This design comes from an exercise in tuning for small area on the open sky130 flow, not from production work. The RTL was checked by simulation tests, not by an equivalence proof against the original design. No driver is modelled on the clock port, so clocking that relies on it looks cheaper here than on a real chip. No activity file was given, so power comes from the tool's default toggle rates.

==> design/flow/design.v <==
module led_fade_pwm_ctrl #(
  parameter int          NUM_LEDS         = 26,
  parameter int          PWM_BITS         = 8,
  parameter logic [31:0] FADE_DIV_DEFAULT = 32'd65535,
  parameter int          ADDR_W           = 5
) (
  input  logic                clk_clk,
  input  logic                rst_reset,
  input  logic [ADDR_W-1:0]   avalon_slave_address,
  input  logic                avalon_slave_write,
  input  logic [31:0]         avalon_slave_writedata,
  input  logic                avalon_slave_read,
  output logic [31:0]         avalon_slave_readdata,
  output logic [NUM_LEDS-1:0] leds
);
  logic                init;
  logic                en;
  logic                mode;
  logic [31:0]         fade_div;
  logic [31:0]         presc;
  logic [PWM_BITS-1:0] pwm_cnt;
  logic [PWM_BITS-1:0] duty [NUM_LEDS];
  logic [NUM_LEDS-1:0] dval;
  logic [PWM_BITS-1:0] fade [NUM_LEDS];
  logic [NUM_LEDS-1:0] act;
  logic wr_ctrl, wr_trig, wr_fdiv, tick;
  logic [NUM_LEDS-1:0] duty_sel;
  logic [NUM_LEDS-1:0] trig;
  logic [NUM_LEDS-1:0] led_next;
  logic [31:0]         rd_next;
  assign wr_ctrl = avalon_slave_write && (avalon_slave_address == 5'd0);
  assign wr_trig = avalon_slave_write && (avalon_slave_address == 5'd1);
  assign wr_fdiv = avalon_slave_write && (avalon_slave_address == 5'd2);
  assign tick    = (init || presc == 32'd0) && !wr_fdiv;
  always_comb
    for (int i = 0; i < NUM_LEDS; i++) begin
      duty_sel[i] = (avalon_slave_address == 5'(i + 4));
      trig[i]     = wr_trig && avalon_slave_writedata[i];
    end
  always_comb
    for (int i = 0; i < NUM_LEDS; i++) begin
      logic [PWM_BITS-1:0] l;
      logic c;
      l = mode ? duty[i] : fade[i];
      c = 1'b0;
      for (int k = 0; k < PWM_BITS; k++)
        c = (l[k] & ~pwm_cnt[k]) | (c & (l[k] | ~pwm_cnt[k]));
      led_next[i] = en && !init && c && (mode ? dval[i] : act[i]);
    end
  always_comb begin
    logic rd, s_ctrl, s_fdiv, s_stat;
    rd     = avalon_slave_read;
    s_ctrl = rd && (avalon_slave_address == 5'd0);
    s_fdiv = rd && (avalon_slave_address == 5'd2);
    s_stat = rd && (avalon_slave_address == 5'd3) && !init;
    rd_next = ({32{!rd}} & avalon_slave_readdata) |
              ({32{s_fdiv}} & fade_div) |
              ({32{s_stat}} & {{(32-NUM_LEDS){1'b0}}, act}) |
              ({32{s_ctrl}} & {30'd0, mode, en});
    for (int i = 0; i < NUM_LEDS; i++)
      rd_next[PWM_BITS-1:0] = rd_next[PWM_BITS-1:0] |
        ({PWM_BITS{rd && duty_sel[i] && dval[i] && !init}} & duty[i]);
  end
  always_ff @(posedge clk_clk or posedge rst_reset) begin
    if (rst_reset) begin
      init                  <= 1'b1;
      en                    <= 1'b1;
      mode                  <= 1'b0;
      fade_div              <= FADE_DIV_DEFAULT;
      pwm_cnt               <= '0;
      leds                  <= '0;
      avalon_slave_readdata <= '0;
    end else begin
      init                  <= 1'b0;
      pwm_cnt               <= pwm_cnt + PWM_BITS'(1);
      leds                  <= led_next;
      avalon_slave_readdata <= rd_next;
      if (wr_ctrl) begin
        en   <= avalon_slave_writedata[0];
        mode <= avalon_slave_writedata[1];
      end
      if (wr_fdiv) fade_div <= avalon_slave_writedata;
    end
  end
  always_ff @(posedge clk_clk) begin
    logic lo;
    lo = 1'b0;
    for (int k = 0; k < 32; k++) begin
      if (wr_fdiv)   presc[k] <= avalon_slave_writedata[k];
      else if (tick) presc[k] <= fade_div[k];
      else           presc[k] <= presc[k] ^ ~lo;
      lo = lo | presc[k];
    end
  end
  always_ff @(posedge clk_clk)
    for (int i = 0; i < NUM_LEDS; i++) begin
      logic z, zn;
      if (avalon_slave_write && duty_sel[i])
        duty[i] <= avalon_slave_writedata[PWM_BITS-1:0];
      z = tick;
      for (int k = 0; k < PWM_BITS; k++) begin
        zn = z & ~fade[i][k];
        fade[i][k] <= trig[i] | zn | (fade[i][k] & ~z);
        z = zn;
      end
      dval[i] <= (avalon_slave_write && duty_sel[i]) || (dval[i] && !init);
      act[i]  <= trig[i] || (act[i] && !init && !(tick && fade[i] == 8'd1));
    end
endmodule
==> design/flow/flow/run.sh <==
#!/bin/bash
# Layout flow: the standard.sh (ORFS) with these changes:
#  - synthesis: the standard flow's synthesis script, but Yosys's abc pass maps the
#    combinational logic with flow/area.abc (area-oriented); see flow/synth.tcl,
#  - port buffers of the smallest buffer cell,
#  - CTS without dummy loads, small leaf buffers in clusters of up to 14,
#  - global placement repairs with buffers no larger than buf_2 (flow/small_bufs.tcl),
#  - after CTS, flow/clkfix.tcl sizes the clock tree for the clock-pin slew limit.
# Each step's output goes to a log file of its own in this folder.
set -e
HERE=$(pwd)
export LFP_WORK="$HERE"
export LFP_ABC_SCRIPT="$HERE/flow/area.abc"
export BUFFER_PORTS_ARGS="-buffer_cell sky130_fd_sc_hd__buf_1"
export CTS_ARGS="-sink_clustering_enable -repair_clock_nets -dont_use_dummy_load -buf_list sky130_fd_sc_hd__clkbuf_4 -sink_clustering_size 14 -sink_clustering_max_diameter 50"
export POST_CTS_TCL="$HERE/flow/clkfix.tcl"
export PRE_GLOBAL_PLACE_TCL="$HERE/flow/small_bufs.tcl"
bash standard.sh SYNTH_SCRIPT="$HERE/flow/synth.tcl" synth > synth.log 2>&1
bash standard.sh > standard.log 2>&1
==> design/flow/flow/area.abc <==
strash
balance
rewrite
refactor
balance
rewrite
rewrite -z
balance
refactor -z
rewrite -z
balance
&get -n
&st
&dch -f
&nf -R 1000 -F 8 -A 8 -C 32
&put
topo
==> design/flow/flow/clkfix.tcl <==
# Clock tree sizing after CTS: upsize the buffers that drive other clock
# buffers, then upsize leaf buffers whose flip-flop clock pins see a slew
# over the target, and legalise the placement again.
proc clkfix_is_clkbuf {inst} {
  return [string match sky130_fd_sc_hd__clkbuf_* [get_property $inst ref_name]]
}
proc clkfix_next {m} {
  switch -- $m {
    sky130_fd_sc_hd__clkbuf_1 { return sky130_fd_sc_hd__clkbuf_2 }
    sky130_fd_sc_hd__clkbuf_2 { return sky130_fd_sc_hd__clkbuf_4 }
    sky130_fd_sc_hd__clkbuf_4 { return sky130_fd_sc_hd__clkbuf_8 }
    sky130_fd_sc_hd__clkbuf_8 { return sky130_fd_sc_hd__clkbuf_16 }
  }
  return ""
}
proc clkfix {tree_cell target_s} {
  set_propagated_clock [all_clocks]
  set n_tree 0
  foreach inst [get_cells *] {
    if {![clkfix_is_clkbuf $inst]} continue
    set net [get_nets -of_objects [get_pins -of_objects $inst -filter "direction==output"]]
    foreach p [get_pins -of_objects $net -filter "direction==input"] {
      if {[clkfix_is_clkbuf [get_cells -of_objects $p]]} {
        if {[get_property $inst ref_name] ne $tree_cell} { replace_cell $inst [get_lib_cells $tree_cell]; incr n_tree }
        break
      }
    }
  }
  puts "clkfix: resized $n_tree tree buffers to $tree_cell"
  for {set it 0} {$it < 4} {incr it} {
    estimate_parasitics -placement
    set bad {}
    foreach pin [all_registers -clock_pins -edge_triggered] {
      set w 0
      foreach p {slew_max_rise slew_max_fall} { set s [get_property $pin $p]; if {$s > $w} {set w $s} }
      if {$w > $target_s} {
        set net [get_nets -of_objects $pin]
        set drv [lindex [get_pins -of_objects $net -filter "direction==output"] 0]
        if {$drv ne ""} { dict set bad [get_full_name [get_cells -of_objects $drv]] 1 }
      }
    }
    set n 0
    foreach name [dict keys $bad] {
      set inst [get_cells $name]
      if {![clkfix_is_clkbuf $inst]} continue
      set nx [clkfix_next [get_property $inst ref_name]]
      if {$nx ne ""} { replace_cell $inst [get_lib_cells $nx]; incr n }
    }
    puts "clkfix: pass $it upsized $n leaf buffers"
    if {$n == 0} break
  }
  detailed_placement
  estimate_parasitics -placement
}

clkfix sky130_fd_sc_hd__clkbuf_8 0.105
==> design/flow/flow/small_bufs.tcl <==
# Before global placement: keep its timing-driven repair to the small buffers.
set_dont_use [get_lib_cells {sky130_fd_sc_hd__buf_4 sky130_fd_sc_hd__buf_6 sky130_fd_sc_hd__buf_8 sky130_fd_sc_hd__buf_12 sky130_fd_sc_hd__buf_16}]
==> design/flow/flow/synth.tcl <==
# The standard flow's synthesis script (synth_recipe.tcl in the work folder), with one
# change: Yosys's abc pass runs flow/area.abc, an area-oriented mapping
# script, instead of ORFS's speed script. Everything before and after the
# mapping of the combinational logic, the registers included, is unchanged.
proc abc {args} {
  set i [lsearch -exact $args -script]
  if {$i >= 0} { lset args [expr {$i + 1}] $::env(LFP_ABC_SCRIPT) }
  puts "abc with script $::env(LFP_ABC_SCRIPT)"
  yosys abc {*}$args
}
source $::env(LFP_WORK)/synth_recipe.tcl
==> design/flow/standard.sh <==
#!/bin/bash
# synth_recipe.tcl (not shown) runs the flow's synth.tcl, then flattens the netlist and writes it again
# the make line also repeats each setting of config.mk as NAME=value (left out here)
make -C /OpenROAD-flow-scripts/flow DESIGN_CONFIG=/design/flow/config.mk WORK_HOME=/design/flow/orfs CLKGATE_MAP_FILE= SYNTH_SCRIPT=/design/flow/synth_recipe.tcl "${@:-finish}"
==> design/flow/config.mk <==
export PLATFORM = sky130hd
export DESIGN_NAME = led_fade_pwm_ctrl
export DESIGN_NICKNAME = led_fade_pwm_ctrl
export VERILOG_FILES = /design/flow/design.v
export SDC_FILE = /design/flow/constraint.sdc
export NUM_CORES = 4
export LEC_CHECK = 0
export CAP_MARGIN = 10
export CORE_MARGIN = 2
export CORE_UTILIZATION = 65
export SLEW_MARGIN = 10
==> design/flow/constraint.sdc <==
create_clock -name core_clock -period 8.0 [get_ports {clk_clk}]
set_input_delay 1.6000 -clock core_clock [delete_from_list [all_inputs] [get_ports {clk_clk}]]
set_output_delay 1.6000 -clock core_clock [all_outputs]
set_load 0.01 [all_outputs]
==> results of run 1 <==
layout make-up:
cell class                      instances  area [sq um]
Inverter                               64           243
Fill cell                            2966         11400
Multi-Input combinational cell       1696         11500
Antenna cell                            2          5.00
Timing Repair Buffer                  132           722
Sequential cell                       601         14700
Clock buffer                           54           687
Tap cell                              525           657
power breakdown:
part	internal [mW]	switching, mW	total, mW	leakage (nW)
clock network	0.553	0.975	1.53	0.365
logic	0.868	0.917	1.79	4.93
registers	3.74	0.673	4.41	5.61
cells by family after synthesis:
family	count (synthesis)	synth area share
AO/OA/AOI/OAI	737	0.196
AND/OR/NAND/NOR	707	0.140
flip-flops	601	0.556
multiplexers	202	0.0769
buffers and inverters	64	0.00913
adder cells (fa/ha/maj)	31	0.0147
XOR/XNOR	18	0.00599
other	1	0.000143
layout by cell type (no fill, tap or decap), types with 20 or more instances in the layout:
| master | synthesis | final |
|---|---|---|
| sky130_fd_sc_hd__dfxtp_1 | 292 | 292 |
| sky130_fd_sc_hd__and3_1 | 28 | 28 |
| sky130_fd_sc_hd__o22ai_1 | 60 | 60 |
| sky130_fd_sc_hd__or3_1 | 75 | 75 |
| sky130_fd_sc_hd__o21ai_0 | 193 | 192 |
| sky130_fd_sc_hd__nor2b_1 | 27 | 27 |
| sky130_fd_sc_hd__dfrtp_1 | 83 | 74 |
| sky130_fd_sc_hd__nor2_1 | 51 | 50 |
| sky130_fd_sc_hd__o32ai_1 | 26 | 26 |
| sky130_fd_sc_hd__a21o_1 | 100 | 100 |
| sky130_fd_sc_hd__nand4_1 | 23 | 23 |
| sky130_fd_sc_hd__a22oi_1 | 115 | 115 |
| sky130_fd_sc_hd__a222oi_1 | 38 | 38 |
| sky130_fd_sc_hd__buf_1 | 0 | 98 |
| sky130_fd_sc_hd__nand3_1 | 134 | 134 |
| sky130_fd_sc_hd__nor4_1 | 38 | 38 |
| sky130_fd_sc_hd__a21oi_1 | 61 | 61 |
| sky130_fd_sc_hd__clkbuf_8 | 0 | 45 |
| sky130_fd_sc_hd__ha_1 | 31 | 31 |
| sky130_fd_sc_hd__clkinv_1 | 64 | 63 |
| sky130_fd_sc_hd__nand2_1 | 218 | 217 |
| sky130_fd_sc_hd__dlygate4sd1_1 | 0 | 20 |
| sky130_fd_sc_hd__or4_1 | 24 | 24 |
| sky130_fd_sc_hd__edfxtp_1 | 208 | 208 |
| sky130_fd_sc_hd__o221ai_1 | 47 | 47 |
| sky130_fd_sc_hd__mux2i_1 | 200 | 200 |
| sky130_fd_sc_hd__a221o_1 | 21 | 21 |
| sky130_fd_sc_hd__nor4b_1 | 22 | 22 |
tightest hold or removal path, cell delays in order, from the launching register on:
cell                      delay [ps]
sky130_fd_sc_hd__dfstp_2         390
sky130_fd_sc_hd__nand2_1          50
sky130_fd_sc_hd__nand2_1          50
sequential cells by signal (all words and copies together) (netlist names), 8 cells and up:
register               flops
duty                     208
fade                     208
avalon_slave_readdata     32
fade_div                  32
presc                     32
act                       26
dval                      26
leds                      26
pwm_cnt                    8
per-stage QoR:
stage               setup slack [ps]  power [mW]  area (sq um)  hold slack (ps)
floorplan                        526        5.72         26300              444
global placement                1700        6.08         27700              456
detailed placement              1510        6.20         27700              460
global route                    1140        8.12         28400              493
finish                          1460        7.72         28400              482
metal layers:
layer	GRT usage	vias up
met3	0.0914	311
met2	0.624	1593
li1	-	9793
met4	0.210	4
met5	0	-
met1	0.566	10900
worst min path at each step:
stage	to	slack (ps)	start
after floorplan	dval[10]	440	dval[10]
after global placement	fade_div[10]	460	fade_div[10]
after detailed placement	fade_div[10]	460	fade_div[10]
after global routing	fade_div[10]	490	fade_div[10]
final	fade_div[10]	480	fade_div[10]
==> run_results.csv, run 1 <==
group,metric,value,unit
status,outcome,"no timing/DRC/antenna violations",
sta,max_slew_margin,0.0796,
setup_path,reg2reg_slack,1460,ps
global_routing,grt_remaining_overflow,0,
logic_synthesis,async_flop_share,0.168,
clocking,clk_transition_reported_paths,90,ps
route,wirelength,87.1,mm
clocking,worstSkewPairLatency,700,ps
logic_synthesis,unique_cell_type_count_in_the_yosys_netlist,43,
setup_path,critPathRequiredTime,8560,ps
setup_path,timing.critical_path.buf_inv,1,
power_and_ir_drop,p_leak,10.9,nW
die,floorplan.core_area,0.0398,sq mm
clocking,tritoncts,"built",
sta,setup_viol_count_final,0,
global_routing,antenna_violations_before_repair,7,
place,globalplace.congestion,1.03,
route,first_iter_violations,3600,
logic_synthesis,synth_top_cell_area_share,0.237,
route,drt_pre_antenna_iters,9,
place,io_buffers,98,
route,routed_wire_length_per_instance,28.3,um
setup_path,crit_path_start_kind,"flip-flop",
power_and_ir_drop,cell_area_power_density,272,mW/mm^2
setup_path,critical_path.endpoint,"presc[31]",
logic_synthesis,synth_top_flop_cell,"sky130_fd_sc_hd__dfxtp_1",
setup_path,worst_path_largest_cell_delay,350,ps
route,topRoutingLayerUsed,"met5",
route,vias,22600,
setup_path,worst-path-max-fanout,2,
route,drc_errors,0,
sta,tightestPinTransition,1380,ps
logic_synthesis,post_synth_instance_area,0.0263,sq mm
setup_path,cp_slowest_cell,"sky130_fd_sc_hd__dfxtp_1",
layout,layout-drive-gt1-share,0.0397,
place,numPlacedInstances,3018,
place,post-dp-hpwl,60.7,mm
route,wirelength_met1,33.0,mm
logic_synthesis,post-synth-top-count-cell,"sky130_fd_sc_hd__dfxtp_1",
sta,fin_crit_sh,0.817,
power_and_ir_drop,vdd_drop_max,0.000212,V
layout,synthToLayoutAreaGrowth,8.02,%
logic_synthesis,synthesis.nets,2433,
sta,finalClockSkew,58.0,ps
setup_path,crit_cells,34,
sta,final_max_slew_violation_count,0,
logic_synthesis,postSynthCellCount,2361,
logic_synthesis,synth-edff-count,208,
route,vias_per_cell,7.36,
die,io-pin-count,99,
setup_path,timing.critical_path.max_delay_family,"adder cells",
sta,grt_setup_unrepaired,"false",
logic_synthesis,synth_seq_cells,601,
sta,period_minus_slack,6540,ps
die,die_w,205,um
hold_path,worstHoldPathCells,2,
job,max_cap_violations,0,
route,met2RoutedLength,37.8,mm
logic_synthesis,yosys.area.top_type,"sky130_fd_sc_hd__edfxtp_1",
sta,report.final.hold_viol_count,0,
logic_synthesis,synth.avg_cell_area,11.1,sq um
setup_path,critical_path_arrival,7100,ps
global_routing,grt_first_pass_wirelength,130,mm
layout,finish.utilization,0.714,
die,die_h,205,um
global_routing,globalRouteTotalUtil,0.414,
die,initial_utilization,0.661,
sta,max_clock_freq,153,MHz
clocking,cts_num_sinks,601,
hold_path,worst_hold_path_type,"reg -> reg",
die,std_cell_rows,73,
layout,nets,2621,
sta,setup_tns,0,ps
die,die_area,0.0421,sq mm
route,met3RoutedLength,11.4,mm
setup_path,crit_start,"presc[0]",
logic_synthesis,synth-warning-count,3,
setup_path,crit-reg2reg-launch,"presc[0]",
route,drt.antenna.violating_nets,0,
setup_path,worst-setup-path-type,"reg -> reg",
setup_path,worst_r2r_path_cells,34,
global_routing,first_global_vias,21100,
setup_path,crit-reg2reg-capture,"presc[31]",
logic_synthesis,synth_sequential_area_ratio,0.556,
logic_synthesis,synth_area_leaders,"sky130_fd_sc_hd__edfxtp_1 24%, sky130_fd_sc_hd__dfxtp_1 22%, sky130_fd_sc_hd__dfrtp_1 7.9%",
logic_synthesis,synth.cells.most_frequent,"292 x sky130_fd_sc_hd__dfxtp_1, 218 x sky130_fd_sc_hd__nand2_1, 208 x sky130_fd_sc_hd__edfxtp_1",
layout,finish.cell_count_without_fillers,3074,
setup_path,critical-path-top-cell-by-count,"sky130_fd_sc_hd__ha_1",
setup_path,critical_path.endpoint_type,"flip-flop",
global_routing,grt_max_degree,75,
==> run 2, diff against run 1 <==
--- a/design/flow/design.v
+++ b/design/flow/design.v
@@ -16,6 +16,7 @@
   logic                init;
   logic                en;
   logic                mode;
+  logic                mode_n;    
   logic [31:0]         fade_div;
   logic [31:0]         presc;
   logic [PWM_BITS-1:0] pwm_cnt;
@@ -41,11 +42,11 @@
     for (int i = 0; i < NUM_LEDS; i++) begin
       logic [PWM_BITS-1:0] l;
       logic c;
-      l = mode ? duty[i] : fade[i];
+      l = ({PWM_BITS{mode}} & duty[i]) | ({PWM_BITS{mode_n}} & fade[i]);
       c = 1'b0;
       for (int k = 0; k < PWM_BITS; k++)
         c = (l[k] & ~pwm_cnt[k]) | (c & (l[k] | ~pwm_cnt[k]));
-      led_next[i] = en && !init && c && (mode ? dval[i] : act[i]);
+      led_next[i] = en && !init && c && ((mode && dval[i]) || (mode_n && act[i]));
     end
   always_comb begin
     logic rd, s_ctrl, s_fdiv, s_stat;
@@ -66,6 +67,7 @@
       init                  <= 1'b1;
       en                    <= 1'b1;
       mode                  <= 1'b0;
+      mode_n                <= 1'b1;
       fade_div              <= FADE_DIV_DEFAULT;
       pwm_cnt               <= '0;
       leds                  <= '0;
@@ -77,7 +79,8 @@
       avalon_slave_readdata <= rd_next;
       if (wr_ctrl) begin
         en   <= avalon_slave_writedata[0];
-        mode <= avalon_slave_writedata[1];
+        mode   <= avalon_slave_writedata[1];
+        mode_n <= !avalon_slave_writedata[1];
       end
       if (wr_fdiv) fade_div <= avalon_slave_writedata;
     end
==> design/flow/flow/run.sh (replaced) <==
#!/bin/bash
# Layout flow: the standard.sh (ORFS) with these changes:
#  - synthesis: the standard flow's synthesis script, but Yosys's abc pass maps the
#    combinational logic with flow/area.abc (area-oriented); see flow/synth.tcl,
#  - port buffers of the smallest buffer cell,
#  - CTS without dummy loads, small leaf buffers in clusters of up to 14,
#  - after CTS, flow/clkfix.tcl sizes the clock tree for the clock-pin slew limit.
# Each step's output goes to a log file of its own in this folder.
set -e
HERE=$(pwd)
export LFP_WORK="$HERE"
export LFP_ABC_SCRIPT="$HERE/flow/area.abc"
export BUFFER_PORTS_ARGS="-buffer_cell sky130_fd_sc_hd__buf_1"
export CTS_ARGS="-sink_clustering_enable -repair_clock_nets -dont_use_dummy_load -buf_list sky130_fd_sc_hd__clkbuf_4 -sink_clustering_size 14 -sink_clustering_max_diameter 50"
export POST_CTS_TCL="$HERE/flow/clkfix.tcl"
bash standard.sh SYNTH_SCRIPT="$HERE/flow/synth.tcl" synth > synth.log 2>&1
bash standard.sh > standard.log 2>&1
removed: design/flow/flow/small_bufs.tcl
==> run 2 against run 1 <==
Compared with the run above:
- synthesized cell count about the same
- critical path depth stayed put
- clock power is essentially flat
- largest cell class unchanged
- design area decreased by 1.6%
- via count grew 1.6%
- setup slack better by 81 ps
- critical endpoint unchanged
- highest routed layer unchanged
- fmax grew 1.3%
- sequential power about the same
- synthesized area is 1.7% lower
==> run_results.csv, run 2 <==
group,metric,value,unit
status,outcome,"no timing/DRC/antenna violations",
sta,finalClockSkew,51.8,ps
setup_path,worst-setup-path-type,"reg -> reg",
place,post-dp-hpwl,58.3,mm
die,die_h,204,um
logic_synthesis,synth_area_leaders,"sky130_fd_sc_hd__edfxtp_1 24%, sky130_fd_sc_hd__dfxtp_1 23%, sky130_fd_sc_hd__a22oi_1 9.6%",
logic_synthesis,synth.avg_cell_area,11.0,sq um
global_routing,grt_max_degree,133,
logic_synthesis,synth_top_cell_area_share,0.241,
die,io-pin-count,99,
sta,setup_tns,0,ps
sta,final_max_slew_violation_count,0,
clocking,worstSkewPairLatency,710,ps
logic_synthesis,postSynthCellCount,2360,
die,std_cell_rows,73,
setup_path,timing.critical_path.max_delay_family,"adder cells",
power_and_ir_drop,pwr-share-seq,0.595,
logic_synthesis,yosys.area.top_type,"sky130_fd_sc_hd__edfxtp_1",
layout,mostFrequentLayoutCells,"330 x sky130_fd_sc_hd__a22oi_1, 292 x sky130_fd_sc_hd__dfxtp_1, 279 x sky130_fd_sc_hd__nand2_1",
logic_synthesis,synth-warning-count,3,
power_and_ir_drop,share_comb_of_total_power,0.197,
layout,synthToLayoutAreaGrowth,8.08,%
sta,max_clock_freq,155,MHz
sta,tightestPinTransition,1180,ps
logic_synthesis,post-synth-top-count-cell,"sky130_fd_sc_hd__a22oi_1",
route,wirelength,89.1,mm
clocking,tritoncts,"built",
die,die_area,0.0414,sq mm
setup_path,worst-path-max-fanout,2,
sta,setup_viol_count_final,0,
layout,mostFrequentLayoutCell,"sky130_fd_sc_hd__a22oi_1",
route,topRoutingLayerUsed,"met5",
power_and_ir_drop,switching_share_of_power,0.328,
setup_path,critical_path_arrival,7040,ps
die,floorplan.core_area,0.0395,sq mm
setup_path,cp_slowest_cell,"sky130_fd_sc_hd__dfxtp_1",
logic_synthesis,synth.cells.most_frequent,"330 x sky130_fd_sc_hd__a22oi_1, 292 x sky130_fd_sc_hd__dfxtp_1, 280 x sky130_fd_sc_hd__nand2_1",
hold_path,min-delay-start,"dval[10]",
place,io_buffers,98,
route,drt.antenna.violating_nets,0,
power_and_ir_drop,p_leak,10.5,nW
route,routed_wire_length_per_instance,28.9,um
logic_synthesis,synth_sequential_area_ratio,0.567,
layout,layout-drive-gt1-share,0.0494,
sta,grt_setup_unrepaired,"false",
global_routing,antenna_violations_before_repair,5,
logic_synthesis,synth_seq_cells,602,
sta,max_slew_margin,0.209,
die,die_w,204,um
route,met3RoutedLength,13.9,mm
route,met2RoutedLength,37.1,mm
global_routing,first_global_vias,21200,
setup_path,critical_path.endpoint_type,"flip-flop",
logic_synthesis,synth-edff-count,208,
setup_path,timing.critical_path.buf_inv,1,
layout,largestRegisters,"duty: 208 flops, fade: 208 flops",
setup_path,crit_start,"presc[0]",
route,drc_errors,0,
route,drt_pre_antenna_iters,7,
logic_synthesis,synth_top_flop_cell,"sky130_fd_sc_hd__dfxtp_1",
logic_synthesis,synthesis.nets,2432,
power_and_ir_drop,switchingPower,2.43,mW
power_and_ir_drop,total_power,7.41,mW
clocking,cts_num_sinks,602,
place,globalplace.congestion,1.00,
global_routing,grt_remaining_overflow,0,
setup_path,crit-reg2reg-launch,"presc[0]",
setup_path,critPathRequiredTime,8580,ps
clocking,clk_transition_reported_paths,90,ps
sta,hold-worst-slack,486,ps
layout,nFillCells,2954,
route,wirelength_met1,32.6,mm
die,initial_utilization,0.654,
global_routing,globalRouteTotalUtil,0.426,
power_and_ir_drop,cell_area_power_density,265,mW/mm^2
sta,period_minus_slack,6460,ps
route,vias_per_cell,7.46,
setup_path,crit_path_start_kind,"flip-flop",
setup_path,worst_path_largest_cell_delay,350,ps
logic_synthesis,unique_cell_type_count_in_the_yosys_netlist,42,
hold_path,worst_hold_path_type,"reg -> reg",
layout,nets,2626,
power_and_ir_drop,vdd_drop_max,0.000217,V
sta,report.final.hold_viol_count,0,
logic_synthesis,async_flop_share,0.169,
logic_synthesis,post_synth_instance_area,0.0259,sq mm
route,first_iter_violations,3563,
route,vias,23000,
sta,fin_crit_sh,0.807,
power_and_ir_drop,internal_cell_power,4.98,mW
job,max_cap_violations,0,
power_and_ir_drop,power.share.clock,0.209,
setup_path,critical-path-top-cell-by-count,"sky130_fd_sc_hd__ha_1",
global_routing,grt_first_pass_wirelength,132,mm
-- run 2: area by class of cell --
class | count | area, sq um | share of cell area
repair buffers | 139 | 688 | 0.0246
clock buffers | 53 | 692 | 0.0247
diodes | 3 | 7.51 | 0.000269
flip-flops and latches | 602 | 14700 | 0.525
well taps | 525 | 657 | 0.0235
inverters | 55 | 209 | 0.00747
multi-input cells | 1703 | 11000 | 0.394
-- run 2: layer usage --
| layer | global-route usage | vias to the layer above |
|---|---|---|
| met5 | 0 | - |
| met4 | 0.238 | 4 |
| met3 | 0.119 | 340 |
| met2 | 0.608 | 1848 |
| met1 | 0.588 | 10900 |
| li1 | - | 9860 |
-- run 2: cell families (layout without fill, tap and decap cells) --
kind of cell               after synthesis  after routing  share of synthesized area
and+or+nand+nor                        722            722                      0.144
other                                    1              4                   0.000145
DFF                                    602            602                      0.567
muxes                                    2              2                   0.000871
buffers and inverters                   55            247                    0.00798
AOI/OAI and AO/OA                      854            854                      0.230
adders and majority gates              109            109                     0.0452
xor gates and xnor gates                15             15                    0.00508
-- run 2: worst paths after layout --
check,end,slack [ps],cells after the start
max reg2reg,presc[31],1540,34
max in group asynchronous,pwm_cnt[2],5470,4
max,presc[31],1540,34
min reg2reg,dval[10],490,1
min in group asynchronous,leds[1],910,2
min,dval[10],490,1
-- run 2: per-stage QoR --
step	util	cell area, sq um	worst slack (ps)	instances
floorplan	-	25900	63.9	2360
global placement	0.689	27300	1710	3024
detailed placement	0.689	27300	1600	3024
global route	0.707	28000	1340	3079
finish	0.707	28000	1540	3080
-- run 2: power by group through the flow --
stage	registers [mW]	clock network (mW)	logic (mW)
after floorplan	4.26	0	1.10
after global routing	4.49	1.65	1.63
after detailed placement	4.44	0	1.43
after global placement	4.41	0	1.34
final	4.41	1.55	1.46
==> run 3, diff against run 2 <==
--- a/design/flow/config.mk
+++ b/design/flow/config.mk
@@ -7,5 +7,5 @@
 export LEC_CHECK = 0
 export CAP_MARGIN = 10
 export CORE_MARGIN = 2
-export CORE_UTILIZATION = 65
+export CORE_UTILIZATION = 75
 export SLEW_MARGIN = 10
==> run 3 against run 2 <==
Compared with the run above:
- via count is 2.4% higher
- clock skew is 2.0 ps lower
- routed wire length is 3.1% lower
- sequential power hardly changed
- synthesized cell count stayed put
- clock power hardly changed
- design area is 0.59% lower
- first-iteration DRC count is 30% higher
- sequential share of layout area is 0.32 points higher
- non-clock buffer count is 10 lower
==> run_results.csv, run 3 <==
group,metric,value,unit
setup_path,cp_slowest_cell,"sky130_fd_sc_hd__dfxtp_1",
sta,hold-worst-slack,495,ps
sta,tightestPinTransition,1220,ps
logic_synthesis,post_synth_instance_area,0.0259,sq mm
route,drc_errors,0,
die,std_cell_rows,68,
global_routing,first_global_vias,21500,
die,initial_utilization,0.754,
place,io_buffers,98,
layout,finish.cell_count_without_fillers,2999,
logic_synthesis,synth_sequential_area_ratio,0.567,
place,numPlacedInstances,2944,
layout,mostFrequentLayoutCells,"330 x sky130_fd_sc_hd__a22oi_1, 292 x sky130_fd_sc_hd__dfxtp_1, 279 x sky130_fd_sc_hd__nand2_1",
layout,fin_area,0.0278,sq mm
route,drt_pre_antenna_iters,15,
die,io-pin-count,99,
layout,largestRegisters,"duty: 208 flops, fade: 208 flops",
sta,max_slew_margin,0.185,
sta,final_max_slew_violation_count,0,
power_and_ir_drop,total_power,7.42,mW
sta,fin_crit_sh,0.806,
global_routing,grt_remaining_overflow,0,
die,die_area,0.0360,sq mm
die,die_w,190,um
global_routing,grt_max_degree,101,
logic_synthesis,synthesis.nets,2432,
logic_synthesis,synth.avg_cell_area,11.0,sq um
logic_synthesis,unique_cell_type_count_in_the_yosys_netlist,42,
logic_synthesis,yosys.area.top_type,"sky130_fd_sc_hd__edfxtp_1",
layout,nets,2615,
setup_path,critical_path.endpoint_type,"flip-flop",
job,max_cap_violations,0,
route,drt.antenna.violating_nets,0,
global_routing,antenna_violations_before_repair,5,
route,routed_wire_length_per_instance,28.8,um
power_and_ir_drop,p_leak,10.4,nW
place,dpl_cell_area,0.0271,sq mm
layout,mostFrequentLayoutCell,"sky130_fd_sc_hd__a22oi_1",
layout,layout-drive-gt1-share,0.0464,
logic_synthesis,async_flop_share,0.169,
route,vias_per_cell,7.85,
sta,finalClockSkew,49.8,ps
layout,synthToLayoutAreaGrowth,7.44,%
logic_synthesis,synth_top_flop_cell,"sky130_fd_sc_hd__dfxtp_1",
power_and_ir_drop,vdd_drop_max,0.000223,V
setup_path,critical_path_arrival,7010,ps
setup_path,critPathRequiredTime,8560,ps
power_and_ir_drop,cell_area_power_density,267,mW/mm^2
die,floorplan.core_area,0.0343,sq mm
clocking,cts_num_sinks,602,
clocking,tritoncts,"built",
status,outcome,"no timing/DRC/antenna violations",
logic_synthesis,synth_seq_cells,602,
route,wirelength,86.3,mm
global_routing,grt_first_pass_wirelength,129,mm
clocking,clk_transition_reported_paths,90,ps
logic_synthesis,synth-warning-count,3,
global_routing,globalRouteTotalUtil,0.476,
sta,setup_tns,0,ps
sta,report.final.hold_viol_count,0,
setup_path,crit_path_start_kind,"flip-flop",
sta,max_clock_freq,155,MHz
logic_synthesis,postSynthCellCount,2360,
logic_synthesis,post-synth-top-count-cell,"sky130_fd_sc_hd__a22oi_1",
sta,setup_viol_count_final,0,
sta,grt_setup_unrepaired,"false",
place,globalplace.congestion,1.01,
sta,period_minus_slack,6450,ps
setup_path,worst-path-max-fanout,2,
clocking,worstSkewPairLatency,680,ps
die,die_h,190,um
place,post-dp-hpwl,56.4,mm
logic_synthesis,synth-edff-count,208,
route,first_iter_violations,4622,
setup_path,worst-setup-path-type,"reg -> reg",
logic_synthesis,synth_area_leaders,"sky130_fd_sc_hd__edfxtp_1 24%, sky130_fd_sc_hd__dfxtp_1 23%, sky130_fd_sc_hd__a22oi_1 9.6%",
route,vias,23500,
logic_synthesis,synth_top_cell_area_share,0.241,
setup_path,worst_path_largest_cell_delay,340,ps
setup_path,critical-path-top-cell-by-count,"sky130_fd_sc_hd__ha_1",
hold_path,worst_hold_path_type,"reg -> reg",
logic_synthesis,synth.cells.most_frequent,"330 x sky130_fd_sc_hd__a22oi_1, 292 x sky130_fd_sc_hd__dfxtp_1, 280 x sky130_fd_sc_hd__nand2_1",
[run 3: power breakdown]
part / switching [mW] / internal, mW / leakage, nW / total [mW]
clock network: 0.976 / 0.553 / 0.361 / 1.53
logic: 0.800 / 0.699 / 4.45 / 1.50
registers: 0.669 / 3.72 / 5.63 / 4.39
total: 2.45 / 4.97 / 10.4 / 7.42
[run 3: per-stage QoR]
step | setup WS (ps) | utilization
3_3_place_gp | 1800 | 0.790
3_5_place_dp | 1610 | 0.790
2_1_floorplan | 63.9 | -
6_report | 1550 | 0.811
5_1_grt | 1280 | 0.811
[run 3: layout make-up]
class / instances / area, sq um
fill: 2150 / 6490
sequential: 602 / 14700
multi-input combinational: 1703 / 11000
clock buffer: 52 / 684
tap: 455 / 569
inverter: 55 / 209
antenna: 3 / 7.51
timing repair buffer: 129 / 613
[run 3: path summary, 6_finish.rpt]
| kind | startpoint | to | slack (ps) | cells past startpoint |
|---|---|---|---|---|
| min in group asynchronous | rst_reset | leds[2] | 1120 | 2 |
| hold / removal | fade_div[15] | fade_div[15] | 500 | 2 |
| setup / recovery | presc[0] | presc[31] | 1550 | 34 |
| hold reg to reg | fade_div[15] | fade_div[15] | 500 | 2 |
| max in group asynchronous | rst_reset | mode | 5660 | 3 |
| setup reg to reg | presc[0] | presc[31] | 1550 | 34 |
[run 3: metal layers]
layer  vias to the layer above  part of all wire  GRT usage
li1                       9837                 -          -
met1                     11000              0.34      0.642
met2                      2183              0.41      0.679
met3                       488              0.17      0.147
met4                         4             0.078      0.288
met5                         -           0.00029          0
[run 3: cell families after synthesis]
logic type / Yosys count / synth area share
AO/OA/AOI/OAI: 854 / 0.230
AND/OR/NAND/NOR: 722 / 0.144
flip-flops: 602 / 0.567
adder cells (fa/ha/maj): 109 / 0.0452
buffers and inverters: 55 / 0.00798
XOR/XNOR: 15 / 0.00508
multiplexers: 2 / 0.000871
other: 1 / 0.000145
[run 3: worst max-delay path, delay by kind of cell, from the launching register on]
| kind | cells | cell delay (ps) |
|---|---|---|
| buffers and inverters | 1 | 70 |
| AOI/OAI and AO/OA | 1 | 170 |
| and+or+nand+nor | 1 | 80 |
| adders and majority gates | 30 | 5550 |
| DFF | 1 | 340 |
| xor gates and xnor gates | 1 | 140 |
==> run 4, diff against run 3 <==
--- a/design/flow/design.v
+++ b/design/flow/design.v
@@ -43,7 +43,7 @@
       logic [PWM_BITS-1:0] l;
       logic c;
       l = ({PWM_BITS{mode}} & duty[i]) | ({PWM_BITS{mode_n}} & fade[i]);
-      c = 1'b0;
+      c = mode_n;
       for (int k = 0; k < PWM_BITS; k++)
         c = (l[k] & ~pwm_cnt[k]) | (c & (l[k] | ~pwm_cnt[k]));
       led_next[i] = en && !init && c && ((mode && dval[i]) || (mode_n && act[i]));
@@ -103,10 +103,11 @@
       z = tick;
       for (int k = 0; k < PWM_BITS; k++) begin
         zn = z & ~fade[i][k];
-        fade[i][k] <= trig[i] | zn | (fade[i][k] & ~z);
+        fade[i][k] <= (k == 0) ? (!trig[i] && (zn || (fade[i][k] && !z)))
+                               : (trig[i] || zn || (fade[i][k] && !z));
         z = zn;
       end
       dval[i] <= (avalon_slave_write && duty_sel[i]) || (dval[i] && !init);
-      act[i]  <= trig[i] || (act[i] && !init && !(tick && fade[i] == 8'd1));
+      act[i]  <= trig[i] || (act[i] && !init && !z);
     end
 endmodule
==> run 4 against run 3 <==
Compared with the run above:
- highest routed layer unchanged
- synthesized area fell by 0.97%
- non-clock buffer count rose by 6
- critical path type unchanged
- register-to-register slack improved by 70 ps
- power grew 4.4%
- critical endpoint unchanged
- fmax increased by 1.1%
==> run_results.csv, run 4 <==
group,metric,value,unit
logic_synthesis,synthesis.nets,2362,
logic_synthesis,synth_sequential_area_ratio,0.573,
logic_synthesis,post-synth-top-count-cell,"sky130_fd_sc_hd__a22oi_1",
clocking,cts_num_sinks,602,
die,std_cell_rows,67,
logic_synthesis,synth_seq_cells,602,
layout,nFillCells,1982,
layout,fin_area,0.0275,sq mm
place,dpl_cell_area,0.0269,sq mm
setup_path,worst-path-max-fanout,2,
setup_path,critical_path.endpoint_type,"flip-flop",
route,drt.antenna.violating_nets,0,
logic_synthesis,synth_top_flop_cell,"sky130_fd_sc_hd__dfxtp_1",
sta,grt_setup_unrepaired,"false",
setup_path,timing.critical_path.max_delay_family,"adder cells",
logic_synthesis,synth.cells.most_frequent,"320 x sky130_fd_sc_hd__a22oi_1, 292 x sky130_fd_sc_hd__dfxtp_1, 218 x sky130_fd_sc_hd__nand2_1",
route,met3RoutedLength,12.8,mm
route,wirelength_met1,28.7,mm
route,met2RoutedLength,35.8,mm
logic_synthesis,async_flop_share,0.169,
route,drc_errors,0,
sta,final_max_slew_violation_count,0,
global_routing,grt_first_pass_wirelength,124,mm
route,routed_wire_length_per_instance,28.6,um
setup_path,critical_path_arrival,6890,ps
layout,finish.utilization,0.819,
logic_synthesis,synth.avg_cell_area,11.3,sq um
layout,synthToLayoutAreaGrowth,7.51,%
power_and_ir_drop,cell_area_power_density,281,mW/mm^2
logic_synthesis,synth_top_cell_area_share,0.244,
die,initial_utilization,0.762,
route,topRoutingLayerUsed,"met5",
route,wirelength,82.9,mm
setup_path,critical-path-top-cell-by-count,"sky130_fd_sc_hd__ha_1",
logic_synthesis,yosys.area.top_type,"sky130_fd_sc_hd__edfxtp_1",
route,drt_pre_antenna_iters,8,
layout,mostFrequentLayoutCell,"sky130_fd_sc_hd__a22oi_1",
logic_synthesis,synth-warning-count,3,
die,die_w,189,um
setup_path,crit-reg2reg-launch,"presc[0]",
setup_path,timing.critical_path.buf_inv,1,
sta,finalClockSkew,49.1,ps
global_routing,grt_remaining_overflow,0,
sta,period_minus_slack,6380,ps
die,die_h,189,um
setup_path,critPathRequiredTime,8510,ps
place,globalplace.congestion,0.999,
layout,largestRegisters,"duty: 208 flops, fade: 208 flops",
clocking,tritoncts,"built",
layout,nets,2549,
job,max_cap_violations,0,
global_routing,antenna_violations_before_repair,5,
die,floorplan.core_area,0.0336,sq mm
sta,max_slew_margin,0.205,
logic_synthesis,post_synth_instance_area,0.0256,sq mm
power_and_ir_drop,vdd_drop_max,0.000236,V
route,vias_per_cell,7.56,
route,vias,21900,
layout,layout-drive-gt1-share,0.0494,
sta,max_clock_freq,157,MHz
sta,fin_crit_sh,0.797,
global_routing,grt_max_degree,65,
sta,report.final.hold_viol_count,0,
die,io-pin-count,99,
logic_synthesis,synth_area_leaders,"sky130_fd_sc_hd__edfxtp_1 24%, sky130_fd_sc_hd__dfxtp_1 23%, sky130_fd_sc_hd__a22oi_1 9.4%",
hold_path,worst_hold_path_type,"reg -> reg",
logic_synthesis,synth-edff-count,208,
route,first_iter_violations,3329,
setup_path,crit_start,"presc[0]",
die,die_area,0.0357,sq mm
sta,setup_tns,0,ps
global_routing,globalRouteTotalUtil,0.465,
logic_synthesis,unique_cell_type_count_in_the_yosys_netlist,38,
setup_path,crit_path_start_kind,"flip-flop",
place,post-dp-hpwl,53.2,mm
logic_synthesis,postSynthCellCount,2264,
place,io_buffers,98,
hold_path,min-delay-start,"dval[4]",
status,outcome,"no timing/DRC/antenna violations",
power_and_ir_drop,p_leak,10.4,nW
sta,tightestPinTransition,1190,ps
setup_path,cp_slowest_cell,"sky130_fd_sc_hd__dfxtp_1",
sta,setup_viol_count_final,0,
clocking,clk_transition_reported_paths,90,ps
global_routing,first_global_vias,21100,
clocking,worstSkewPairLatency,700,ps
setup_path,worst-setup-path-type,"reg -> reg",
layout,mostFrequentLayoutCells,"320 x sky130_fd_sc_hd__a22oi_1, 292 x sky130_fd_sc_hd__dfxtp_1, 217 x sky130_fd_sc_hd__nand2_1",
setup_path,worst_path_largest_cell_delay,340,ps
[run 4: through the flow]
step	setup slack, ps	hold slack (ps)	total power, mW	std cells
finish	1620	492	7.74	2900
global route	1340	508	8.10	2897
detailed placement	1680	466	6.21	2847
global placement	1800	453	6.05	2847
floorplan	1710	445	5.63	2264
[run 4: where the power goes]
part           internal (mW)  total (mW)  switching, mW
logic                  0.862        1.89           1.03
registers               3.80        4.35          0.547
clock network          0.537        1.50          0.960
[run 4: kinds of logic after synthesis]
group / after synthesis / synth area share
compound gates: 804 / 0.220
buf+inv: 79 / 0.0116
mux: 2 / 0.000879
other cells: 1 / 0.000146
simple gates: 583 / 0.115
flops: 602 / 0.573
fa+ha+maj: 161 / 0.0685
xor+xnor: 32 / 0.0109
[run 4: final timing paths]
path                            cells after the start  slack, ps                        end
min in group asynchronous                           2       1110  avalon_slave_readdata[13]
worst min-delay path                                1        490                    dval[4]
worst min register to register                      1        490                    dval[4]
max in group asynchronous                           3       5670                       mode
worst max register to register                     33       1620                  presc[31]
worst max-delay path                               33       1620                  presc[31]
[run 4: cell type report]
type                       count  area, sq um  share of cell area
multi-input combinational   1583        10700               0.387
clock buffer                  50          663              0.0241
inverter                      79          299              0.0109
timing repair buffer         135          658              0.0239
antenna                        3         7.51            0.000273
tap                          448          561              0.0204
sequential                   602        14700               0.533
[run 4: layer usage]
metal  GRT usage  vias to the layer above
met5           0                        -
met4       0.275                        4
met3       0.148                      415
met2       0.694                     1881
met1       0.601                    10300
li1            -                     9301
==> run 5, diff against run 4 <==
==> design/flow/flow/run.sh (replaced) <==
#!/bin/bash
# Layout flow: the standard.sh (ORFS) with these changes:
#  - synthesis: the standard flow's synthesis script, but Yosys's abc pass maps the
#    combinational logic with the smallest result of four area-oriented ABC
#    scripts (flow/area1-4.abc); see flow/synth.tcl,
#  - port buffers of the smallest buffer cell,
#  - CTS without dummy loads, small leaf buffers in clusters of up to 14,
#  - after CTS, flow/clkfix.tcl sizes the clock tree for the clock-pin slew limit.
# Each step's output goes to a log file of its own in this folder.
set -e
HERE=$(pwd)
export LFP_WORK="$HERE"
export LFP_ABC_SCRIPTS="$HERE/flow/area1.abc $HERE/flow/area2.abc $HERE/flow/area3.abc $HERE/flow/area4.abc"
export BUFFER_PORTS_ARGS="-buffer_cell sky130_fd_sc_hd__buf_1"
export CTS_ARGS="-sink_clustering_enable -repair_clock_nets -dont_use_dummy_load -buf_list sky130_fd_sc_hd__clkbuf_4 -sink_clustering_size 14 -sink_clustering_max_diameter 50"
export POST_CTS_TCL="$HERE/flow/clkfix.tcl"
bash standard.sh SYNTH_SCRIPT="$HERE/flow/synth.tcl" synth > synth.log 2>&1
bash standard.sh > standard.log 2>&1
==> design/flow/flow/area1.abc (new file) <==
strash
balance
rewrite
refactor
balance
rewrite
rewrite -z
balance
refactor -z
rewrite -z
balance
&get -n
&st
&dch -f
&nf -R 1000 -F 8 -A 8 -C 32
&put
topo
==> design/flow/flow/area2.abc (new file) <==
strash
balance -l
resub -K 6 -l
rewrite -l
resub -K 6 -N 2 -l
refactor -l
resub -K 8 -l
balance -l
resub -K 8 -N 2 -l
rewrite -l
resub -K 10 -l
rewrite -z -l
resub -K 10 -N 2 -l
balance -l
resub -K 12 -l
refactor -z -l
resub -K 12 -N 2 -l
rewrite -z -l
balance -l
balance -l
resub -K 6 -l
rewrite -l
resub -K 6 -N 2 -l
refactor -l
resub -K 8 -l
balance -l
resub -K 8 -N 2 -l
rewrite -l
resub -K 10 -l
rewrite -z -l
resub -K 10 -N 2 -l
balance -l
resub -K 12 -l
refactor -z -l
resub -K 12 -N 2 -l
rewrite -z -l
balance -l
&get -n
&st
&dch -f
&nf -R 1000 -F 8 -A 8 -C 32
&put
topo
==> design/flow/flow/area3.abc (new file) <==
strash
balance
rewrite
refactor
balance
rewrite
rewrite -z
balance
refactor -z
rewrite -z
balance
&get -n
&st
&dch -f
&nf -R 1000 -F 8 -A 8 -C 32 -E 10
&put
topo
==> design/flow/flow/area4.abc (new file) <==
strash
balance
rewrite
refactor
balance
rewrite
rewrite -z
balance
refactor -z
rewrite -z
balance
&get -n
&st
&dch
&nf -R 1000 -F 8 -A 8 -C 32
&put
topo
--- a/design/flow/flow/clkfix.tcl
+++ b/design/flow/flow/clkfix.tcl
@@ -53,4 +53,4 @@
   estimate_parasitics -placement
 }
 
-clkfix sky130_fd_sc_hd__clkbuf_8 0.105
+clkfix sky130_fd_sc_hd__clkbuf_8 0.115
==> design/flow/flow/synth.tcl (replaced) <==
# The standard flow's synthesis script (synth_recipe.tcl in the work folder), with one
# change: Yosys's abc pass maps the combinational logic with each of the
# area-oriented ABC scripts in LFP_ABC_SCRIPTS (flow/area*.abc) in turn, each
# from the same starting netlist, and keeps the mapping with the smallest
# cell area. Everything before and after this mapping, the registers
# included, is unchanged.
proc abc {args} {
  set i [lsearch -exact $args -script]
  yosys design -save lfp_pre_abc
  set best_area -1
  set best_script ""
  foreach s $::env(LFP_ABC_SCRIPTS) {
    yosys design -load lfp_pre_abc
    lset args [expr {$i + 1}] $s
    yosys abc {*}$args
    set st [tee -q -s result.string stat {*}$::lib_args]
    if {![regexp {Chip area for module[^:]*:\s*([0-9.]+)} $st -> area]} { error "no area for $s" }
    puts "abc script $s: cell area $area"
    if {$best_area < 0 || $area < $best_area} {
      set best_area $area
      set best_script $s
    }
  }
  yosys design -load lfp_pre_abc
  lset args [expr {$i + 1}] $best_script
  puts "abc with script $best_script (cell area $best_area)"
  yosys abc {*}$args
}
source $::env(LFP_WORK)/synth_recipe.tcl
removed: design/flow/flow/area.abc
==> run 5 against run 4 <==
Compared with the run above:
- synthesized cell count up 2.2%
- power fell by 1.1%
- sequential share of layout area rose by 0.22 points
- count of clock-buffer cells in the layout stayed put
- global-route usage grew 1.4 points
- hold slack improved by 1.1 ps
- highest routed layer unchanged
- clock power hardly changed
==> run_results.csv, run 5 <==
group,metric,value,unit
layout,mostFrequentLayoutCell,"sky130_fd_sc_hd__a22oi_1",
sta,period_minus_slack,6400,ps
logic_synthesis,synth-warning-count,3,
layout,nFillCells,2032,
status,outcome,"no timing/DRC/antenna violations",
layout,largestRegisters,"duty: 208 flops, fade: 208 flops",
power_and_ir_drop,total_power,7.66,mW
sta,setup_viol_count_final,0,
layout,synthToLayoutAreaGrowth,7.67,%
die,initial_utilization,0.760,
logic_synthesis,synth_seq_cells,602,
logic_synthesis,synth-edff-count,208,
hold_path,worst_hold_path_type,"reg -> reg",
setup_path,worst-setup-path-type,"reg -> reg",
die,std_cell_rows,67,
logic_synthesis,postSynthCellCount,2314,
sta,final_max_slew_violation_count,0,
logic_synthesis,post_synth_instance_area,0.0255,sq mm
layout,nets,2600,
sta,max_clock_freq,156,MHz
sta,max_slew_margin,0.0469,
clocking,worstSkewPairLatency,710,ps
clocking,tritoncts,"built",
global_routing,grt_first_pass_wirelength,128,mm
global_routing,grt_max_degree,163,
place,io_buffers,98,
place,post-dp-hpwl,55.3,mm
sta,grt_setup_unrepaired,"false",
job,max_cap_violations,0,
logic_synthesis,synth_top_flop_cell,"sky130_fd_sc_hd__dfxtp_1",
setup_path,crit_path_start_kind,"flip-flop",
logic_synthesis,synth_sequential_area_ratio,0.576,
clocking,cts_num_sinks,602,
logic_synthesis,yosys.area.top_type,"sky130_fd_sc_hd__edfxtp_1",
die,die_w,188,um
die,die_area,0.0355,sq mm
setup_path,critical_path.endpoint_type,"flip-flop",
global_routing,grt_remaining_overflow,0,
clocking,clk_transition_reported_paths,90,ps
global_routing,globalRouteTotalUtil,0.480,
route,drc_errors,0,
sta,setup_tns,0,ps
sta,report.final.hold_viol_count,0,
die,io-pin-count,99,
logic_synthesis,synth_top_cell_area_share,0.245,
setup_path,critical_path_arrival,6940,ps
power_and_ir_drop,vdd_drop_max,0.000234,V
die,die_h,188,um
route,drt.antenna.violating_nets,0,
route,routed_wire_length_per_instance,28.9,um
global_routing,first_global_vias,22000,
setup_path,worst_path_largest_cell_delay,350,ps
setup_path,cp_slowest_cell,"sky130_fd_sc_hd__dfxtp_1",
logic_synthesis,post-synth-top-count-cell,"sky130_fd_sc_hd__a22oi_1",
logic_synthesis,synth.avg_cell_area,11.0,sq um
power_and_ir_drop,cell_area_power_density,279,mW/mm^2
route,vias,23000,
power_and_ir_drop,p_leak,10.4,nW
global_routing,antenna_violations_before_repair,4,
sta,fin_crit_sh,0.801,
layout,mostFrequentLayoutCells,"301 x sky130_fd_sc_hd__a22oi_1, 292 x sky130_fd_sc_hd__dfxtp_1, 234 x sky130_fd_sc_hd__nand2_1",
sta,tightestPinTransition,1420,ps
setup_path,worst-path-max-fanout,2,
route,drt_pre_antenna_iters,8,
logic_synthesis,synthesis.nets,2412,
place,globalplace.congestion,0.984,
layout,layout-drive-gt1-share,0.0492,
logic_synthesis,unique_cell_type_count_in_the_yosys_netlist,39,
route,vias_per_cell,7.79,
setup_path,timing.critical_path.buf_inv,1,
route,wirelength,85.4,mm
logic_synthesis,synth_area_leaders,"sky130_fd_sc_hd__edfxtp_1 25%, sky130_fd_sc_hd__dfxtp_1 23%, sky130_fd_sc_hd__a22oi_1 8.9%",
setup_path,critical-path-top-cell-by-count,"sky130_fd_sc_hd__ha_1",
die,floorplan.core_area,0.0335,sq mm
logic_synthesis,async_flop_share,0.169,
route,first_iter_violations,4015,
setup_path,critPathRequiredTime,8540,ps
logic_synthesis,synth.cells.most_frequent,"301 x sky130_fd_sc_hd__a22oi_1, 292 x sky130_fd_sc_hd__dfxtp_1, 235 x sky130_fd_sc_hd__nand2_1",
sta,finalClockSkew,48.9,ps
setup_path,timing.critical_path.max_delay_family,"adder cells",
-- run 5: cell types whose count changed after synthesis, moves of 19 or more --
cell | before | now
sky130_fd_sc_hd__a22oi_1 | 320 | 301
sky130_fd_sc_hd__a31oi_1 | 27 | 2
sky130_fd_sc_hd__a221oi_1 | 22 | 58
sky130_fd_sc_hd__a21boi_0 | 26 | 0
sky130_fd_sc_hd__maj3_1 | 104 | 0
sky130_fd_sc_hd__nand3_1 | 106 | 148
sky130_fd_sc_hd__a222oi_1 | 18 | 49
sky130_fd_sc_hd__o22ai_1 | 26 | 78
sky130_fd_sc_hd__o211ai_1 | 26 | 51
sky130_fd_sc_hd__nor2_1 | 19 | 61
-- run 5: cell type report --
class                           instances  area, sq um  share of cell area
Antenna cell                            4         10.0            0.000365
Clock buffer                           50          669              0.0244
Inverter                               80          303              0.0110
Multi-Input combinational cell       1632        10500               0.384
Sequential cell                       602        14700               0.535
Tap cell                              448          561              0.0204
Timing Repair Buffer                  136          678              0.0247
-- run 5: path summary, 6_finish.rpt --
kind | start | endpoint | slack (ps) | depth (start not counted)
worst max-delay path | presc[0] | presc[31] | 1600 | 33
worst min register to register | dval[4] | dval[4] | 490 | 1
max in group asynchronous | rst_reset | mode | 5570 | 3
worst min-delay path | dval[4] | dval[4] | 490 | 1
worst max register to register | presc[0] | presc[31] | 1600 | 33
min in group asynchronous | rst_reset | leds[12] | 940 | 2
-- run 5: per-stage QoR --
stage	worst slack [ps]	hold slack (ps)	cell area, sq um	utilization	cells
final	1600	493	27400	0.818	2952
after detailed placement	1650	463	26800	0.798	2898
after global routing	1240	505	27400	0.818	2949
after global placement	1770	459	26800	0.798	2898
after floorplan	2050	445	25500	-	2314
-- run 5: per-layer routing --
layer,part of all wire,wire (um),track usage
met3,0.17,14200,0.148
met1,0.34,28900,0.629
met5,0.00026,22,0
met2,0.42,35900,0.702
met4,0.075,6440,0.298
-- run 5: cells by family (layout without fill, tap and decap cells) --
group / after synthesis / in the layout / share of synthesized area
AOI/OAI and AO/OA: 866 / 866 / 0.242
xor gates and xnor gates: 32 / 32 / 0.0110
adders and majority gates: 57 / 57 / 0.0280
buffers and inverters: 80 / 266 / 0.0118
DFF: 602 / 602 / 0.576
muxes: 2 / 2 / 0.000884
other: 1 / 5 / 0.000147
and+or+nand+nor: 674 / 674 / 0.130
-- run 5: report_power, final --
group | switching (mW) | internal (mW)
clock | 0.955 | 0.542
combinational | 1.01 | 0.772
sequential | 0.567 | 3.80
total | 2.54 | 5.12
==> run 6, diff against run 5 <==
--- a/design/flow/flow/clkfix.tcl
+++ b/design/flow/flow/clkfix.tcl
@@ -53,4 +53,4 @@
   estimate_parasitics -placement
 }
 
-clkfix sky130_fd_sc_hd__clkbuf_8 0.115
+clkfix sky130_fd_sc_hd__clkbuf_8 0.105
--- a/design/flow/config.mk
+++ b/design/flow/config.mk
@@ -8,4 +8,5 @@
 export CAP_MARGIN = 10
 export CORE_MARGIN = 2
 export CORE_UTILIZATION = 75
+export GPL_TIMING_DRIVEN = 0
 export SLEW_MARGIN = 10
==> run 6 against run 5 <==
Compared with the run above:
- routed wire length is 0.57% higher
- register-to-register slack worse by 750 ps
- count of clock-buffer cells in the layout is 2 higher
- cell count is 0.30% lower
- critical path depth stayed put
- sequential cell count stayed put
- via count is 0.30% higher
- global-route usage is 0.32 points higher
- clock power is 3% higher
- critical path type unchanged
- largest cell class unchanged
- highest routed layer unchanged
==> run_results.csv, run 6 <==
group,metric,value,unit
status,outcome,"no timing/DRC/antenna violations",
logic_synthesis,synth-edff-count,208,
sta,tightestPinTransition,1340,ps
hold_path,hold-path-endpoint,"fade[1][6]",
sta,report.final.hold_viol_count,0,
sta,setup_viol_count_final,0,
global_routing,first_global_vias,22000,
logic_synthesis,synth.avg_cell_area,11.0,sq um
setup_path,worst_r2r_path_cells,33,
layout,nets,2589,
layout,layout-drive-gt1-share,0.0518,
sta,finalClockSkew,62.0,ps
logic_synthesis,async_flop_share,0.169,
route,vias,23100,
place,globalplace.congestion,0.965,
logic_synthesis,yosys.area.top_type,"sky130_fd_sc_hd__edfxtp_1",
logic_synthesis,synthesis.nets,2412,
die,die_h,188,um
logic_synthesis,synth_top_cell_area_share,0.245,
clocking,worstSkewPairLatency,700,ps
sta,period_minus_slack,7160,ps
layout,mostFrequentLayoutCells,"301 x sky130_fd_sc_hd__a22oi_1, 292 x sky130_fd_sc_hd__dfxtp_1, 231 x sky130_fd_sc_hd__nand2_1",
logic_synthesis,synth_compound_gate_area_share,0.242,
global_routing,grt_first_pass_wirelength,129,mm
setup_path,crit-reg2reg-capture,"presc[31]",
setup_path,cp_slowest_cell,"sky130_fd_sc_hd__dfxtp_1",
logic_synthesis,synth_simple_gate_area_share,0.130,
clocking,clk_transition_reported_paths,90,ps
die,die_w,188,um
power_and_ir_drop,vdd_drop_max,0.000240,V
setup_path,worst-setup-path-type,"reg -> reg",
die,std_cell_rows,67,
route,vias_per_cell,7.83,
place,post-dp-hpwl,56.7,mm
logic_synthesis,synth.cells.most_frequent,"301 x sky130_fd_sc_hd__a22oi_1, 292 x sky130_fd_sc_hd__dfxtp_1, 235 x sky130_fd_sc_hd__nand2_1",
sta,fin_crit_sh,0.895,
place,io_buffers,98,
logic_synthesis,synth_sequential_area_ratio,0.576,
setup_path,worst_path_largest_cell_delay,370,ps
route,wirelength,85.9,mm
route,drc_errors,0,
die,die_area,0.0355,sq mm
layout,mostFrequentLayoutCell,"sky130_fd_sc_hd__a22oi_1",
logic_synthesis,post_synth_instance_area,0.0255,sq mm
setup_path,crit_path_start_kind,"flip-flop",
setup_path,critPathRequiredTime,8490,ps
sta,setup_tns,0,ps
global_routing,grt_max_degree,84,
route,drt_pre_antenna_iters,13,
global_routing,grt_remaining_overflow,0,
route,first_iter_violations,4047,
die,io-pin-count,99,
layout,sequential_cell_area,0.0147,sq mm
place,dpl_cell_area,0.0270,sq mm
sta,hold-worst-slack,494,ps
layout,finish.cell_count_without_fillers,2943,
layout,largestRegisters,"duty: 208 flops, fade: 208 flops",
setup_path,crit_start,"presc[0]",
power_and_ir_drop,p_leak,10.5,nW
sta,grt_setup_unrepaired,"false",
hold_path,worst_hold_path_type,"reg -> reg",
clocking,cts_num_sinks,602,
logic_synthesis,post_synthesis_xor_xnor_area_fraction,0.0110,
sta,final_max_slew_violation_count,0,
route,drt.antenna.violating_nets,0,
setup_path,crit-reg2reg-launch,"presc[0]",
logic_synthesis,unique_cell_type_count_in_the_yosys_netlist,39,
logic_synthesis,synth_area_leaders,"sky130_fd_sc_hd__edfxtp_1 25%, sky130_fd_sc_hd__dfxtp_1 23%, sky130_fd_sc_hd__a22oi_1 8.9%",
setup_path,critical_path.endpoint_type,"flip-flop",
setup_path,critical-path-top-cell-by-count,"sky130_fd_sc_hd__ha_1",
global_routing,globalRouteTotalUtil,0.483,
logic_synthesis,portion_of_netlist_area_occupied_by_mux_cells,0.000884,
setup_path,worst-path-max-fanout,2,
logic_synthesis,synth_top_flop_cell,"sky130_fd_sc_hd__dfxtp_1",
hold_path,min-delay-start,"fade[1][6]",
logic_synthesis,synth-warning-count,3,
layout,finish.utilization,0.827,
clocking,tritoncts,"built",
logic_synthesis,post-synth-top-count-cell,"sky130_fd_sc_hd__a22oi_1",
setup_path,reg2reg_slack,840,ps
layout,multi_input_comb_area,0.0106,sq mm
hold_path,worstHoldPathCells,2,
die,floorplan.core_area,0.0335,sq mm
job,max_cap_violations,0,
logic_synthesis,postSynthCellCount,2314,
sta,max_clock_freq,140,MHz
layout,nFillCells,1982,
logic_synthesis,synth_seq_cells,602,
setup_path,critical_path_arrival,7650,ps
logic_synthesis,synth_top_family_by_area,"compound AO/OA/AOI/OAI gates",
route,routed_wire_length_per_instance,29.2,um
sta,max_slew_margin,0.106,
logic_synthesis,synth-adder-area-share,0.0280,
layout,fin_area,0.0277,sq mm
power_and_ir_drop,cell_area_power_density,279,mW/mm^2
layout,synthToLayoutAreaGrowth,8.78,%
die,initial_utilization,0.760,
place,numPlacedInstances,2885,
global_routing,antenna_violations_before_repair,5,
## run 6: layout make-up
| type | count | area share |
|---|---|---|
| multi-input cells | 1632 | 0.381 |
| well taps | 448 | 0.0202 |
| diodes | 6 | 0.000542 |
| inverters | 80 | 0.0111 |
| repair buffers | 123 | 0.0325 |
| clock buffers | 52 | 0.0249 |
| flip-flops and latches | 602 | 0.530 |
## run 6: layer usage
layer  part of all wire  vias up  track usage
met5            0.00010        -            0
met4              0.079        2        0.305
met3               0.17      531        0.156
met2               0.42     2143        0.700
met1               0.34    10800        0.632
li1                   -     9613            -
## run 6: power by group
part	leakage [nW]	switching, mW	internal (mW)
combinational	4.49	1.04	0.794
sequential	5.62	0.563	3.81
clock	0.364	0.977	0.558
total	10.5	2.58	5.16
## run 6: how the worst max path moves through the flow
stage                end  slack, ps  depth (start not counted)
3_3_place_gp     act[16]      -1860                         11
2_1_floorplan  presc[31]       2050                         33
3_5_place_dp   presc[31]       1060                         33
6_report       presc[31]        840                         33
5_1_grt        presc[31]        680                         33
## run 6: kinds of logic after synthesis
group,count (synthesis)
flip-flops,602
multiplexers,2
buffers and inverters,80
AO/OA/AOI/OAI,866
XOR/XNOR,32
AND/OR/NAND/NOR,674
other,1
adder cells (fa/ha/maj),57
## run 6: per-stage QoR
stage               setup slack (ps)  power (mW)
finish                           844        7.73
global route                     676        8.09
detailed placement              1060        6.16
global placement               -1860        5.95
floorplan                       2050        5.55
## run 6: critical path: cells and delay by family, from the launching register on
kind	cells	cell delay (ps)
buffers and inverters	1	80
AO/OA/AOI/OAI	1	140
flip-flops	1	370
adder cells (fa/ha/maj)	30	6270
XOR/XNOR	1	160
==> run 7, diff against run 6 <==
--- a/design/flow/config.mk
+++ b/design/flow/config.mk
@@ -8,5 +8,4 @@
 export CAP_MARGIN = 10
 export CORE_MARGIN = 2
 export CORE_UTILIZATION = 75
-export GPL_TIMING_DRIVEN = 0
 export SLEW_MARGIN = 10
==> run 7 against run 6 <==
Compared with the run above:
- synthesized cell count is the same
- first-iteration DRC count shrank 1.1%
- combinational power shrank 2%
- critical path depth is the same
- critical path type unchanged
==> run_results.csv, run 7 <==
group,metric,value,unit
route,wirelength,85.8,mm
status,outcome,"no timing/DRC/antenna violations",
setup_path,critical-path-top-cell-by-count,"sky130_fd_sc_hd__ha_1",
setup_path,worst-path-max-fanout,2,
die,io-pin-count,99,
sta,tightestPinTransition,1390,ps
die,floorplan.core_area,0.0335,sq mm
job,max_cap_violations,0,
die,initial_utilization,0.760,
setup_path,critical_path.endpoint_type,"flip-flop",
setup_path,worst_path_largest_cell_delay,350,ps
global_routing,antenna_violations_before_repair,4,
power_and_ir_drop,p_leak,10.4,nW
die,die_h,188,um
die,std_cell_rows,67,
global_routing,globalRouteTotalUtil,0.480,
logic_synthesis,synth_top_flop_cell,"sky130_fd_sc_hd__dfxtp_1",
setup_path,critPathRequiredTime,8540,ps
layout,layout-drive-gt1-share,0.0492,
die,die_w,188,um
layout,nFillCells,2029,
route,routed_wire_length_per_instance,29.0,um
global_routing,grtUsageMet2,0.702,
sta,setup_viol_count_final,0,
clocking,clk_transition_reported_paths,90,ps
power_and_ir_drop,total_power,7.68,mW
logic_synthesis,synth_area_leaders,"sky130_fd_sc_hd__edfxtp_1 25%, sky130_fd_sc_hd__dfxtp_1 23%, sky130_fd_sc_hd__a22oi_1 8.9%",
hold_path,min-delay-start,"dval[1]",
logic_synthesis,post_synth_instance_area,0.0255,sq mm
place,globalplace.congestion,0.984,
route,vias_per_cell,7.87,
setup_path,critical_path_arrival,6960,ps
layout,mostFrequentLayoutCell,"sky130_fd_sc_hd__a22oi_1",
logic_synthesis,synth.avg_cell_area,11.0,sq um
logic_synthesis,synth_top_cell_area_share,0.245,
setup_path,cp_slowest_cell,"sky130_fd_sc_hd__dfxtp_1",
sta,grt_setup_unrepaired,"false",
sta,final_max_slew_violation_count,0,
route,first_iter_violations,4004,
sta,finalClockSkew,41.7,ps
place,io_buffers,98,
global_routing,grt_first_pass_wirelength,128,mm
logic_synthesis,postSynthCellCount,2314,
logic_synthesis,synth_seq_cells,602,
setup_path,crit-reg2reg-launch,"presc[0]",
clocking,tritoncts,"built",
setup_path,crit_path_start_kind,"flip-flop",
route,vias,23300,
global_routing,grt.busiest_layer,"met2",
## run 7: logic make-up after synthesis
logic type                 after synthesis  synth area share
other                                    1          0.000147
xor gates and xnor gates                32            0.0110
DFF                                    602             0.576
adders and majority gates               57            0.0280
buffers and inverters                   80            0.0118
AOI/OAI and AO/OA                      866             0.242
and+or+nand+nor                        674             0.130
muxes                                    2          0.000884
## run 7: path summary, 6_finish.rpt
path | slack, ps | depth (start not counted) | endpoint
setup / recovery | 1580 | 33 | presc[31]
hold reg to reg | 490 | 1 | dval[1]
max in group asynchronous | 5560 | 3 | mode
min in group asynchronous | 920 | 2 | leds[12]
hold / removal | 490 | 1 | dval[1]
setup reg to reg | 1580 | 33 | presc[31]
## run 7: area by class of cell
class / instances / area, sq um / area share
Inverter: 80 / 303 / 0.0110
Sequential cell: 602 / 14700 / 0.535
Multi-Input combinational cell: 1632 / 10500 / 0.383
Antenna cell: 7 / 17.5 / 0.000638
Tap cell: 448 / 561 / 0.0204
Timing Repair Buffer: 136 / 678 / 0.0247
Clock buffer: 50 / 682 / 0.0248
## run 7: worst max-delay path: cells and delay by family (launching register included)
family / cells / cell delay (ps)
AOI/OAI and AO/OA: 1 / 110
xor gates and xnor gates: 1 / 140
adders and majority gates: 30 / 5630
buffers and inverters: 1 / 70
DFF: 1 / 350
## run 7: layer usage
| layer | wire length, um | up-vias |
|---|---|---|
| met3 | 14300 | 538 |
| li1 | - | 9617 |
| met1 | 28900 | 10900 |
| met4 | 6540 | 2 |
| met2 | 36000 | 2261 |
| met5 | 13 | - |
## run 7: report_power, final
group / internal [mW] / switching, mW / total (mW)
registers: 3.80 / 0.570 / 4.37
logic: 0.772 / 1.02 / 1.79
clock network: 0.552 / 0.962 / 1.51
total: 5.13 / 2.55 / 7.68
## run 7: per-stage QoR
| step | setup WS, ps | hold WS [ps] | instances | cell area, sq um |
|---|---|---|---|---|
| after floorplan | 2050 | 445 | 2314 | 25500 |
| after global placement | 1770 | 459 | 2898 | 26800 |
| after detailed placement | 1650 | 463 | 2898 | 26800 |
| after global routing | 1240 | 505 | 2949 | 27400 |
| final | 1580 | 493 | 2955 | 27500 |

[separate check: timing with driven ports]
The results above use ideal ports. As a check the final layouts listed here were re-extracted and re-timed, cells and wires unchanged. Step 1 assumes that a clkbuf_16 drives the clock port and a buf_2 every other input. Step 2 times the ports against the registers' clock, not the clock port: input delays grow and output delays shrink by t, the midpoint of the rising clock arrivals with the driver on. a / b / c = ideal / step 1 / step 2; a / b = the first two.
| run | t (ns) | setup WS [ns] |
|---|---|---|
| run 1 | 0.732 | 1.461 / 1.461 / 1.461 |
| run 2 | 0.728 | 1.542 / 1.542 / 1.542 |
| run 3 | 0.713 | 1.550 / 1.550 / 1.550 |
| run 4 | 0.730 | 1.623 / 1.623 / 1.623 |
| run 5 | 0.739 | 1.595 / 1.595 / 1.595 |
| run 6 | 0.725 | 0.844 / 0.844 / 0.844 |
| run 7 | 0.734 | 1.583 / 1.583 / 1.583 |
After both steps every run listed still meets setup and hold.
